Context: an optimization exercise on an open-source flow, tuned for small area, a short achievable clock period and few clock cycles. The choices shown serve that exercise and are no tape-out recipe. Function was checked by simulation only, so behaviour that the tests miss may differ from the original. Power figures rest on the tool's default switching activity, not on a simulated workload.

==> flow/config.mk <==
export PLATFORM = sky130hd
export DESIGN_NAME = mem_move_top
export DESIGN_NICKNAME = mem_move_top
export VERILOG_FILES = /design/flow/design.v
export SDC_FILE = /design/flow/constraint.sdc
export NUM_CORES = 4
export LEC_CHECK = 0
export CAP_MARGIN = 20
export CORE_MARGIN = 2
export CORE_UTILIZATION = 30
export PLACE_DENSITY = 0.5
export SLEW_MARGIN = 20
==> flow/constraint.sdc <==
create_clock -name core_clock -period 5.0 [get_ports {clk}]
set_input_delay 1.0000 -clock core_clock [delete_from_list [all_inputs] [get_ports {clk}]]
set_output_delay 1.0000 -clock core_clock [all_outputs]
set_load 0.01 [all_outputs]
==> flow/design.v <==
package mem_pkg;
  localparam int DATA_W    = 32;
  localparam int NUM_BYTES = DATA_W / 8;  
  localparam logic MODE_FILL = 1'b0;  
  localparam logic MODE_COPY = 1'b1;  
  typedef union packed {
    logic [DATA_W-1:0]         word;   
    logic [NUM_BYTES-1:0][7:0] bytes;  
  } mem_word_u;
endpackage
module dp_ram_wbe #(
  parameter int ADDR_W = 6
) (
  input  logic                          clk,
  input  logic                          en_a,
  input  logic                          en_b,
  input  logic [mem_pkg::NUM_BYTES-1:0] wbe_a,
  input  logic [mem_pkg::NUM_BYTES-1:0] wbe_b,
  input  logic [ADDR_W-1:0]             addr_a,
  input  logic [ADDR_W-1:0]             addr_b,
  input  mem_pkg::mem_word_u            wdata_a,
  input  mem_pkg::mem_word_u            wdata_b,
  output mem_pkg::mem_word_u            rdata_a,
  output mem_pkg::mem_word_u            rdata_b
);
  localparam int DEPTH = 1 << ADDR_W;
  logic [mem_pkg::DATA_W-1:0] mem [DEPTH];  
  logic [mem_pkg::NUM_BYTES-1:0] we;
  logic [ADDR_W-1:0]             waddr;
  logic [mem_pkg::DATA_W-1:0]    wdata;
  always_comb begin
    if (en_b) begin
      we    = wbe_b;
      waddr = addr_b;
      wdata = wdata_b.word;
    end else if (en_a) begin
      we    = wbe_a;
      waddr = addr_a;
      wdata = wdata_a.word;
    end else begin
      we    = '0;
      waddr = addr_a;
      wdata = wdata_a.word;
    end
  end
  always_ff @(posedge clk) begin
    if (en_a) begin
      rdata_a.word <= mem[addr_a];  
    end
    if (en_b) begin
      rdata_b.word <= mem[addr_b];  
    end
    for (int i = 0; i < mem_pkg::NUM_BYTES; i++) begin
      if (we[i]) begin
        mem[waddr][8*i +: 8] <= wdata[8*i +: 8];
      end
    end
  end
endmodule
module word_counter #(
  parameter int ADDR_W = 6
) (
  input  logic              clk,
  input  logic              rst,
  input  logic              load,
  input  logic              step,
  input  logic [ADDR_W-1:0] src_base,
  input  logic [ADDR_W-1:0] dst_base,
  input  logic [ADDR_W:0]   length,
  output logic [ADDR_W-1:0] src_addr,
  output logic [ADDR_W-1:0] dst_addr,
  output logic              last,
  output logic              empty
);
  logic [ADDR_W:0] remain_q;  
  always_ff @(posedge clk) begin
    if (rst) begin
      src_addr <= '0;
      dst_addr <= '0;
      remain_q <= '0;
    end else if (load) begin
      src_addr <= src_base;
      dst_addr <= dst_base;
      remain_q <= length;
    end else if (step) begin
      src_addr <= src_addr + 1'b1;  
      dst_addr <= dst_addr + 1'b1;
      remain_q <= remain_q - 1'b1;
    end
  end
  assign last  = (remain_q == {{ADDR_W{1'b0}}, 1'b1});
  assign empty = (remain_q == '0);
endmodule
module move_fsm #(
  parameter int ADDR_W = 6
) (
  input  logic                          clk,
  input  logic                          rst,
  input  logic                          start,
  input  logic                          mode,
  input  mem_pkg::mem_word_u            pattern,
  input  logic [ADDR_W-1:0]             src_addr,
  input  logic [ADDR_W-1:0]             dst_addr,
  input  logic                          last,
  input  logic                          empty,
  input  mem_pkg::mem_word_u            rdata_b,
  output logic                          load,
  output logic                          step,
  output logic                          en_b,
  output logic [mem_pkg::NUM_BYTES-1:0] wbe_b,
  output logic [ADDR_W-1:0]             addr_b,
  output mem_pkg::mem_word_u            wdata_b,
  output logic                          busy,
  output logic                          done
);
  localparam logic [2:0] S_IDLE       = 3'd0;
  localparam logic [2:0] S_CHECK      = 3'd1;
  localparam logic [2:0] S_FILL       = 3'd2;
  localparam logic [2:0] S_COPY_READ  = 3'd3;
  localparam logic [2:0] S_COPY_WRITE = 3'd4;
  localparam logic [2:0] S_FINISH     = 3'd5;
  logic [2:0] state_q;
  logic [2:0] state_d;
  logic       mode_q;     
  mem_pkg::mem_word_u  pattern_q;  
  assign load = (state_q == S_IDLE) && start;
  always_ff @(posedge clk) begin
    if (rst) begin
      state_q <= S_IDLE;
      mode_q  <= mem_pkg::MODE_FILL;
      busy    <= 1'b0;
      done    <= 1'b0;
    end else begin
      state_q <= state_d;
      done    <= (state_d == S_FINISH);  
      if (load) begin
        mode_q <= mode;
        busy   <= 1'b1;  
      end else if (state_d == S_FINISH) begin
        busy <= 1'b0;
      end
    end
  end
  always_ff @(posedge clk) begin
    if (load) begin
      pattern_q <= pattern;
    end
  end
  always_comb begin
    state_d = state_q;
    case (state_q)
      S_IDLE:       if (start) state_d = S_CHECK;
      S_CHECK: begin
        if (empty) begin
          state_d = S_FINISH;  
        end else if (mode_q == mem_pkg::MODE_FILL) begin
          state_d = S_FILL;
        end else begin
          state_d = S_COPY_READ;
        end
      end
      S_FILL:       if (last) state_d = S_FINISH;
      S_COPY_READ:  state_d = S_COPY_WRITE;
      S_COPY_WRITE: state_d = last ? S_FINISH : S_COPY_READ;
      S_FINISH:     state_d = S_IDLE;
      default:      state_d = S_IDLE;
    endcase
  end
  always_comb begin
    en_b   = 1'b0;
    wbe_b  = '0;
    step   = 1'b0;
    addr_b = dst_addr;
    case (state_q)
      S_FILL, S_COPY_WRITE: begin
        en_b  = 1'b1;
        wbe_b = '1;  
        step  = 1'b1;
      end
      S_COPY_READ: begin
        en_b   = 1'b1;
        addr_b = src_addr;
      end
      default: ;
    endcase
    wdata_b.word = (mode_q == mem_pkg::MODE_COPY) ? rdata_b.word : pattern_q.word;
  end
endmodule
module mem_move_top #(
  parameter int ADDR_W = 6
) (
  input  logic                          clk,
  input  logic                          rst,
  input  logic                          host_en,
  input  logic [mem_pkg::NUM_BYTES-1:0] host_wbe,
  input  logic [ADDR_W-1:0]             host_addr,
  input  logic [mem_pkg::DATA_W-1:0]    host_wdata,
  output logic [mem_pkg::DATA_W-1:0]    host_rdata,
  input  logic                          start,
  input  logic                          mode,
  input  logic [ADDR_W-1:0]             src_base,
  input  logic [ADDR_W-1:0]             dst_base,
  input  logic [ADDR_W:0]               length,
  input  logic [mem_pkg::DATA_W-1:0]    pattern,
  output logic                          busy,
  output logic                          done
);
  logic                 en_b;
  logic [mem_pkg::NUM_BYTES-1:0] wbe_b;
  logic [ADDR_W-1:0]    addr_b;
  mem_pkg::mem_word_u            wdata_b;
  mem_pkg::mem_word_u            rdata_b;
  logic              load;
  logic              step;
  logic [ADDR_W-1:0] src_addr;
  logic [ADDR_W-1:0] dst_addr;
  logic              last;
  logic              empty;
  dp_ram_wbe #(.ADDR_W(ADDR_W)) i_ram (
    .clk     (clk),
    .en_a    (host_en),
    .en_b    (en_b),
    .wbe_a   (host_wbe),
    .wbe_b   (wbe_b),
    .addr_a  (host_addr),
    .addr_b  (addr_b),
    .wdata_a (host_wdata),
    .wdata_b (wdata_b),
    .rdata_a (host_rdata),
    .rdata_b (rdata_b)
  );
  word_counter #(.ADDR_W(ADDR_W)) i_counter (
    .clk      (clk),
    .rst      (rst),
    .load     (load),
    .step     (step),
    .src_base (src_base),
    .dst_base (dst_base),
    .length   (length),
    .src_addr (src_addr),
    .dst_addr (dst_addr),
    .last     (last),
    .empty    (empty)
  );
  move_fsm #(.ADDR_W(ADDR_W)) i_fsm (
    .clk      (clk),
    .rst      (rst),
    .start    (start),
    .mode     (mode),
    .pattern  (pattern),
    .src_addr (src_addr),
    .dst_addr (dst_addr),
    .last     (last),
    .empty    (empty),
    .rdata_b  (rdata_b),
    .load     (load),
    .step     (step),
    .en_b     (en_b),
    .wbe_b    (wbe_b),
    .addr_b   (addr_b),
    .wdata_b  (wdata_b),
    .busy     (busy),
    .done     (done)
  );
endmodule
==> flow/run.sh <==
#!/bin/bash
# synth_recipe.tcl (not shown) runs the flow's synth.tcl, then flattens the netlist and writes it again
# the make line also repeats each setting of config.mk as NAME=value (left out here)
make -C /OpenROAD-flow-scripts/flow DESIGN_CONFIG=/design/flow/config.mk WORK_HOME=/design/flow/orfs CLKGATE_MAP_FILE= SYNTH_SCRIPT=/design/flow/synth_recipe.tcl finish
==> impl_metrics.ini <==
[die]
core_area_um2 = 346000
die_area_um2 = 351000
initial_utilization = 0.301
num_rows = 216
die_h_um = 593
ioPinCount = 132
fp.dieW_um = 593

[synth]
synth_flop_cell = edfxtp_1
ys_warn_count = 3
syn-num-nets = 6992
syn-cell-area_um2 = 104000
synth_edf_count = 2144
yosysTopAreaCellShare = 0.619
yosysUniqueCellTypes = 49
synth_seq_cells = 2169
synth.area.top_cells = edfxtp_1 (62%), mux4_2 (15%), a221oi_1 (6.5%), nor2b_1 (4.7%), o21ai_0 (2.1%)
syn_area_per_cell_um2 = 15.1
synthArstFlopShare = 0
synth_cells = 6889
yosysTopAreaCell = edfxtp_1
synth-seq-area-share = 0.624

[power]
clockPowerShare = 0.291
power.switching_w = 0.0220
p_int_w = 0.0383
p_per_area_nw_per_um2 = 498
p_leak_nw = 37.2
combPwrFrac = 0.315
pwr-share-seq = 0.393
swShare = 0.365
power_w = 0.0603
vdd_drop_max_mv = 0.317

[critical_path]
r2r-start = i_fsm.state_q[0]$_SDFF_PP0_
cp_max_fo = 21
crit_slowest_cell = nor2_2
worst-setup-path-type = flip-flop to flip-flop
rrSetupSlack_ps = 180
crit_chain = nand3b_1 -> buf_12 -> mux2_8 -> a31oi_1 -> nor2_2 -> nand2_1 -> buf_4 -> nor2_1
cp.depth = 8
start_kind = flip-flop
max_stage_delay_ps = 800
worst-path-buf-inv = 2
cp_top_family = simple AND/OR/NAND/NOR gates
cp-endpoint = i_ram.mem[37][10]$_DFFE_PP_
arrival_ps = 5360
r2r-end = i_ram.mem[37][10]$_DFFE_PP_
r2r_cells = 8
crit_start = i_fsm.state_q[0]$_SDFF_PP0_
critical_path_required_ps = 5540
endpoint_kind = flip-flop

[finish]
nNetsFinal = 7192
final_core_util = 0.351
final_layout_size_suffix_gt1_frac = 0.222
nFillCells = 32500
regArea_um2 = 64900
layout.cells.most_common_list = edfxtp_1 (2144), nor2b_1 (778), a221oi_1 (771)
stdcell_count = 11900
area_growth_pct = 16.6
multi_input_area_um2 = 36900
layout_commonest_cell = edfxtp_1

[detailed_routing]
wl_per_cell_um = 34.6
via_per_inst = 6.04
dr.pass1.iters = 6
drc = 0
ant_nets = 0
drt_iter0_markers = 10100
num_vias = 71700
wirelength_um = 410000

[clock_network]
htree_levels = 4
cts_tree = yes
cts_resized = 0
numCtsBuffers = 240
clk_latency_ps = 940
clk_path_buf_depth = 4
hold_buffers = 0
post_cts_buffers = 0
path_clk_slew_ps = 60
cts-root-buf = clkbuf_16
cts.sinks = 2169

[timing]
max_freq_mhz = 208
worst_pin_slew_ps = 1200
slew_headroom = 0.201
fin_worst_skew_ps = 67.4
period_share = 0.964
rsz0062_at_grt = false
post-route-min-period_ps = 4820
setup_viol = 0
slew_violations = 0
hold_viol = 0

[outcome]
status = complete, no violations

[placement]
dpl.hpwl_um = 274000
dp_cells = 11400
gp_congestion = 0.886
io_buffers = 131

[run]
max-cap-violations = 0

[global_routing]
first_global_vias = 69600
grt_usage = 0.228
antenna_found_initial = 28
overflow = 0
grt_pass1_wl_um = 566000
grt_max_degree = 126

[hold_path]
hold_path.class = flip-flop to flip-flop
-- power groups by stage --
| stage | sequential [W] | combinational, W | clock (W) |
|---|---|---|---|
| detailed placement | 0.0241 | 0.0186 | 0 |
| finish | 0.0237 | 0.0190 | 0.0176 |
| CTS | 0.0237 | 0.0187 | 0.0178 |
| global placement | 0.0241 | 0.0184 | 0 |
| floorplan | 0.0238 | 0.00944 | 0 |
| global route | 0.0238 | 0.0198 | 0.0184 |
-- worst reg2reg max path, stage by stage, from the launching register on --
cell and delay, ps:
dfxtp_1 630, nand3b_1 400, buf_12 280, mux2_8 410, a31oi_1 210, nor2_2 800
nand2_1 580, buf_4 310, nor2_1 800
-- Yosys cell counts (all sizes together) (4+ instances only) --
cell type,number
edfxtp,2144
nor2b,778
a221oi,771
mux4,672
clkbuf,455
o21ai,429
nand2,373
nor2,300
a21oi,274
buf,225
a22oi,130
o2111ai,128
mux2i,39
nor4,33
dfxtp,25
nor3,10
nand3,9
a211oi,8
inv,8
a31oi,6
and3,6
xor2,6
ha,5
o22ai,5
a31o,4
or2,4
or3,4
-- per-layer routing --
metal,wire length [um],global-route usage
met5,53,0
met4,18500,0.0915
met3,36600,0.0376
met2,191000,0.364
met1,164000,0.309
-- how the worst min path moves through the flow --
stage | start | endpoint | cells past startpoint
after floorplan | i_counter.remain_q[1]$_SDFFE_PP0P_ | i_counter.remain_q[1]$_SDFFE_PP0P_ | 2
after global placement | i_counter.remain_q[1]$_SDFFE_PP0P_ | i_counter.remain_q[1]$_SDFFE_PP0P_ | 2
after detailed placement | i_counter.remain_q[1]$_SDFFE_PP0P_ | i_counter.remain_q[1]$_SDFFE_PP0P_ | 2
after CTS | i_counter.remain_q[1]$_SDFFE_PP0P_ | i_counter.remain_q[1]$_SDFFE_PP0P_ | 2
after global routing | i_counter.remain_q[1]$_SDFFE_PP0P_ | i_counter.remain_q[1]$_SDFFE_PP0P_ | 2
final | i_counter.remain_q[1]$_SDFFE_PP0P_ | i_counter.remain_q[1]$_SDFFE_PP0P_ | 2
-- area by class of cell --
class | count | area share
Antenna cell | 9 | 0.000186
Clock buffer | 283 | 0.0514
Clock inverter | 152 | 0.0114
Inverter | 10 | 0.000330
Multi-Input combinational cell | 4030 | 0.304
Sequential cell | 2169 | 0.535
Tap cell | 4578 | 0.0473
Timing Repair Buffer | 638 | 0.0500
-- sequential cells by signal, indices dropped and copies added (netlist names) --
name,flops
i_fsm.done,1
i_fsm.state_q,3
i_counter.src_addr,6
i_fsm.mode_q,1
i_fsm.busy,1
i_ram.rdata_a,32
i_ram.mem,2048
i_counter.dst_addr,6
i_fsm.pattern_q,32
i_ram.rdata_b,32
i_counter.remain_q,7
-- cells by family after synthesis --
| family | count (synthesis) | synth area share |
|---|---|---|
| XOR/XNOR | 9 | 0.000758 |
| AO/OA/AOI/OAI | 1768 | 0.122 |
| flip-flops | 2169 | 0.624 |
| buffers and inverters | 690 | 0.0271 |
| adder cells (fa/ha/maj) | 5 | 0.000602 |
| AND/OR/NAND/NOR | 1534 | 0.0761 |
| multiplexers | 714 | 0.150 |
-- stage by stage --
stage	setup TNS, ps	instance area, um2	hold slack, ps	setup WS (ps)
after global placement	-20140	114000	504	-276
final	0	121000	534	181
after floorplan	0	104000	491	49.5
after global routing	0	121000	559	133
after CTS	0	121000	528	360
after detailed placement	0	114000	521	143
Testbench counts, summed over its fixed seeds: cycles 52,720.

-- static timing again, ports no longer ideal --
The flow's constraints put no driver on any port. The routed layout listed below was extracted and timed again, unchanged, in two steps.
Step 1 (the two cells are an assumption about what drives the block):
set clk [get_ports {clk}]
set_driving_cell -lib_cell sky130_fd_sc_hd__clkbuf_16 $clk
set_driving_cell -lib_cell sky130_fd_sc_hd__buf_2 [delete_from_list [all_inputs] $clk]
Step 2 adds t to the input delays and takes it off the output delays; t is the mean of the earliest and latest rising clock arrival at the registers after step 1. Input paths then give back, and output paths get back, about the clock's delay inside the block.
a / b / c = ideal ports / drivers / drivers and shift; a / b = the first two.
t, ns: 0.999
slack for setup (ns): 0.181 / 0.181 / -0.066
hold slack, ns: 0.534 / 0.534 / 0.534
worst register clock-pin slew, ns: 0.07 / 0.07
Met with ideal ports but missed after step 2: setup timing in this run. For this run, drivers alone change the setup slack by 0.000 ns; drivers and shift together by -0.247 ns.
